Source: an optimization exercise on an open RTL-to-GDS flow (aim: small area, a short achievable clock period and few clock cycles). Production flows keep margins and buffers that such runs may drop.
Power and IR drop assume default switching activity.

// sparse_mul_top
module sparse_mul_top
(
  input  logic                                    clk,
  input  logic                                    rst_n,
  input  logic                                    start,
  output logic                                    busy,
  output logic                                    done,
  input  logic                                    poly_wr_en,
  input  logic [$clog2(64)-1:0]                   poly_wr_addr,
  input  logic [8-1:0]                 poly_wr_data,
  input  logic                                    pos_wr_en,
  input  logic [$clog2(16 / 4)-1:0]                  pos_wr_addr,
  input  logic [4*$clog2(64)-1:0]        pos_wr_data,
  input  logic                                    res_rd_en,
  input  logic [$clog2(64)-1:0]                   res_rd_addr,
  output logic [8-1:0]                 res_rd_data,
  output logic                                    res_rd_valid
);
Size: about 82000 sq um of cells after synthesis.
==> module sparse_mul_top, before the edit <==
module sparse_mul_top
(
  input  logic                                    clk,
  input  logic                                    rst_n,
  input  logic                                    start,
  output logic                                    busy,
  output logic                                    done,
  input  logic                                    poly_wr_en,
  input  logic [$clog2(64)-1:0]                   poly_wr_addr,
  input  logic [8-1:0]                 poly_wr_data,
  input  logic                                    pos_wr_en,
  input  logic [$clog2(16 / 4)-1:0]                  pos_wr_addr,
  input  logic [4*$clog2(64)-1:0]        pos_wr_data,
  input  logic                                    res_rd_en,
  input  logic [$clog2(64)-1:0]                   res_rd_addr,
  output logic [8-1:0]                 res_rd_data,
  output logic                                    res_rd_valid
);
  localparam int N       = 64;
  localparam int H       = 16;
  localparam int L       = 4;
  localparam int W       = 8;
  localparam int POS_W   = $clog2(64);
  localparam int WORDS   = 16 / 4;
  logic [N-1:0][W-1:0]           a_mem;
  logic [WORDS-1:0][L*POS_W-1:0] pos_mem;
  logic [N-1:0][W-1:0]           acc_v;
  logic [N-1:0]                  acc_c;
  logic [N-1:0][W-1:0]           nxt_v;
  logic [N-1:0]                  nxt_c;
  logic                          busy_q;
  logic                          first_q;    
  logic                          last_q;     
  logic [POS_W:0]                step_q;     
  logic [POS_W-1:0]              idx_q;      
  logic [N-1:0]                  therm_nxt;
  logic [N-1:0]                  padd_q;     
  logic [N-1:0]                  psub_q;     
  logic                          sp_nxt;
  logic                          sm_nxt;
  logic                          go;
  logic [W-1:0]                  rd_q;
  assign busy = busy_q;
  assign go   = start && !busy_q;
  always_ff @(posedge clk)
  begin
    for (int k = 0; k < N; k++)
      if (poly_wr_en && !busy_q && (poly_wr_addr == POS_W'(k)))
        a_mem[k] <= poly_wr_data;
    for (int w = 0; w < WORDS; w++)
      if (pos_wr_en && !busy_q && (pos_wr_addr == w))
        pos_mem[w] <= pos_wr_data;
  end
  logic [H-1:0]                  hit;
  logic                          mask;
  for (genvar j = 0; j < H; j++)
  begin : g_hit
    assign hit[j] = (pos_mem[j / L][(j % L) * POS_W +: POS_W] == idx_q);
  end
  assign mask   = busy_q && !first_q && (idx_q == '0);
  assign sp_nxt = |hit[H/2-1:0] && !mask;
  assign sm_nxt = |hit[H-1:H/2] && !mask;
  for (genvar k = 0; k < N; k++)
  begin : g_therm
    assign therm_nxt[k] = !busy_q || ((POS_W+1)'(k) <= step_q);
  end
  always_ff @(posedge clk)
  begin
    for (int k = 0; k < N; k++)
    begin
      padd_q[k] <= therm_nxt[k] ? sp_nxt : sm_nxt;
      psub_q[k] <= therm_nxt[k] ? sm_nxt : sp_nxt;
    end
  end
  always_ff @(posedge clk or negedge rst_n)
  begin
    if (!rst_n)
    begin
      busy_q       <= 1'b0;
      done         <= 1'b0;
      first_q      <= 1'b0;
      last_q       <= 1'b0;
      step_q       <= '0;
      idx_q        <= '0;
      res_rd_valid <= 1'b0;
    end
    else
    begin
      done         <= last_q;
      first_q      <= go;
      res_rd_valid <= res_rd_en && !busy_q;
      if (go)
        busy_q <= 1'b1;
      else if (last_q)
        busy_q <= 1'b0;
      if (busy_q && !last_q)
        step_q <= step_q + 1'b1;
      else
        step_q <= '0;
      last_q <= busy_q && (step_q == (POS_W+1)'(N - 1));
      if (go || (busy_q && !last_q))
        idx_q <= idx_q - 1'b1;
      else
        idx_q <= '0;
    end
  end
  for (genvar k = 0; k < N; k++)
  begin : g_step
    logic [W-1:0]   v;
    logic           c;
    logic           neg;
    logic           en;
    logic           flip;
    logic [W-1:0]   am;
    logic [W-3:0]   ones;
    logic [W-1:0]   y;
    logic [W:0]     sum;
    assign v    = acc_v[(k + N - 1) % N];
    assign c    = acc_c[(k + N - 1) % N];
    assign neg  = psub_q[k];
    assign en   = padd_q[k] || psub_q[k];
    assign am   = a_mem[k];
    assign flip = c ^ neg;
    for (genvar i = 0; i < W - 2; i++)
    begin : g_ones
      assign ones[i] = &am[i+1:2] | (i == 0);
    end
    always_comb
    begin
      for (int i = 0; i < 2; i++)
        y[i] = en && (am[i] ^ neg);
      for (int i = 2; i < W; i++)
        y[i] = en && (am[i] ^ neg ^ (flip && ones[i-2]));
      y[2] = en ? (am[2] ^ c) : c;
    end
    logic [W-1:0]   g0, p0;
    logic [W-1:0]   g1, p1, g2, p2, g3, p3;
    logic [W:0]     cy;
    assign g0 = v & y;
    assign p0 = v ^ y;
    always_comb
    begin
      g1 = g0; p1 = p0;
      g1[0] = g0[0] | (p0[0] & c);
      p1[0] = 1'b0;
      for (int i = 1; i < W; i += 2) begin g1[i] = g0[i] | (p0[i] & g1[i-1]); p1[i] = p0[i] & p1[i-1]; end
      g2 = g1; p2 = p1;
      for (int i = 2; i < W; i++) if (i % 4 >= 2) begin g2[i] = g1[i] | (p1[i] & g1[(i/4)*4+1]); p2[i] = p1[i] & p1[(i/4)*4+1]; end
      g3 = g2; p3 = p2;
      for (int i = 4; i < W; i++) if (i % 8 >= 4) begin g3[i] = g2[i] | (p2[i] & g2[(i/8)*8+3]); p3[i] = p2[i] & p2[(i/8)*8+3]; end
    end
    assign cy  = {g3, c};
    assign sum = {cy[W], p0 ^ cy[W-1:0]};
    assign nxt_v[k] = sum[W-1:0];
    assign nxt_c[k] = sum[W];
  end
  always_ff @(posedge clk)
  begin
    if (busy_q || go)
    begin
      for (int k = 0; k < N; k++)
      begin
        acc_v[k] <= go ? W'(0) : nxt_v[k];
        acc_c[k] <= go ? 1'b0  : nxt_c[k];
      end
    end
  end
  logic [N-1:0]                  fix;
  logic [W-1:0]                  sel_v;
  logic                          sel_c;
  logic                          sel_fix;
  for (genvar k = 0; k < N; k++)
  begin : g_fix
    assign fix[k] = acc_c[k] || (acc_v[k] >= W'(251));
  end
  assign sel_v   = acc_v[res_rd_addr];
  assign sel_c   = acc_c[res_rd_addr];
  assign sel_fix = fix[res_rd_addr];
  logic                          sel_lo;
  logic [3:0]                    rd_x;
  assign sel_lo = sel_v[1] && sel_v[0];
  always_ff @(posedge clk)
  begin
    rd_q[W-1:4] <= sel_fix ? 4'd0 : sel_v[W-1:4];
    rd_q[3]     <= !sel_fix && sel_v[3];
    rd_q[2:1]   <= sel_v[2:1];
    rd_q[0]     <= sel_v[0] ^ sel_fix;
    rd_x[3]     <= sel_fix && sel_c && (sel_v[2] || sel_lo);
    rd_x[2]     <= sel_fix && !sel_lo;
    rd_x[1]     <= sel_fix && sel_v[0];
    rd_x[0]     <= 1'b0;
  end
  assign res_rd_data[W-1:4] = rd_q[W-1:4];
  assign res_rd_data[3]     = rd_q[3] || rd_x[3];
  assign res_rd_data[2:1]   = rd_q[2:1] ^ rd_x[2:1];
  assign res_rd_data[0]     = rd_q[0];
endmodule
==> flow/config.mk <==
export PLATFORM = sky130hd
export DESIGN_NAME = sparse_mul_top
export DESIGN_NICKNAME = sparse_mul_top
export VERILOG_FILES = /design/flow/design.v
export SDC_FILE = /design/flow/constraint.sdc
export NUM_CORES = 4
export LEC_CHECK = 0
export CAP_MARGIN = 20
export CORE_MARGIN = 2
export CORE_UTILIZATION = 55
export SETUP_SLACK_MARGIN = 2.5
export SLEW_MARGIN = 20
==> flow/constraint.sdc <==
create_clock -name core_clock -period 5.0 [get_ports {clk}]
set_input_delay 1.0000 -clock core_clock [delete_from_list [all_inputs] [get_ports {clk}]]
set_output_delay 1.0000 -clock core_clock [all_outputs]
set_load 0.01 [all_outputs]
run.sh (not shown) runs the stock make flow with config.mk's settings and CLKGATE_MAP_FILE= SYNTH_SCRIPT=/design/flow/synth_recipe.tcl, a recipe that flattens the netlist after the stock synthesis.
The first run went through all stages and came out clean.
Edit:
--- a/flow/design.v
+++ b/flow/design.v
@@ -44,9 +44,21 @@
   assign busy = busy_q;
   assign go   = start && !busy_q;
-  always_ff @(posedge clk)
-  begin
+  logic                          pw_en_q;
+  logic [POS_W-1:0]              pw_addr_q;
+  logic [W-1:0]                  pw_data_q;
+  always_ff @(posedge clk or negedge rst_n)
+  begin
+    if (!rst_n)
+      pw_en_q <= 1'b0;
+    else
+      pw_en_q <= poly_wr_en && !busy_q;
+  end
+  always_ff @(posedge clk)
+  begin
+    pw_addr_q <= poly_wr_addr;
+    pw_data_q <= poly_wr_data;
     for (int k = 0; k < N; k++)
-      if (poly_wr_en && !busy_q && (poly_wr_addr == POS_W'(k)))
-        a_mem[k] <= poly_wr_data;
+      if (pw_en_q && (pw_addr_q == POS_W'(k)))
+        a_mem[k] <= pw_data_q;
     for (int w = 0; w < WORDS; w++)
       if (pos_wr_en && !busy_q && (pos_wr_addr == w))
- The changed run produced a clean layout
- sequential share of layout area is about the same
- critical path depth came out lower by 1
- wire length came out higher by a few percent
- design area came out higher slightly
- total power came out higher slightly
- final cell count is about the same
- flip-flop and latch count came out higher by 15
- synthesized area came out higher slightly
No run of this note included a check of the RTL's function; only the layout flow was run.

==> re-timing with driven ports <==
Ports are ideal in the flow. The routed layouts listed here were re-timed in OpenROAD.
Step 1 (the two cells are an assumption about what drives the block):
set clk [get_ports {clk}]
set_driving_cell -lib_cell sky130_fd_sc_hd__clkbuf_16 $clk
set_driving_cell -lib_cell sky130_fd_sc_hd__buf_2 [delete_from_list [all_inputs] $clk]
Step 2 times the ports against the registers' clock, not the clock port: input delays grow and output delays shrink by t, the midpoint of the rising clock arrivals with the driver on.
Three values: no drivers, after step 1, after step 2; two values: the first two.
| run | shift t [ns] | setup slack, ns | slew at the worst register clock pin (ns) |
|---|---|---|---|
| the first run | 0.896 | 2.159 / 2.175 / 1.279 | 0.07 / 0.07 |
| the second run | 0.883 | 2.088 / 2.088 / 1.292 | 0.07 / 0.07 |
After both steps every run listed still meets setup and hold. The setup slack of the first run, which loses most, moves by +0.016 ns with the drivers and by -0.880 ns with both steps.
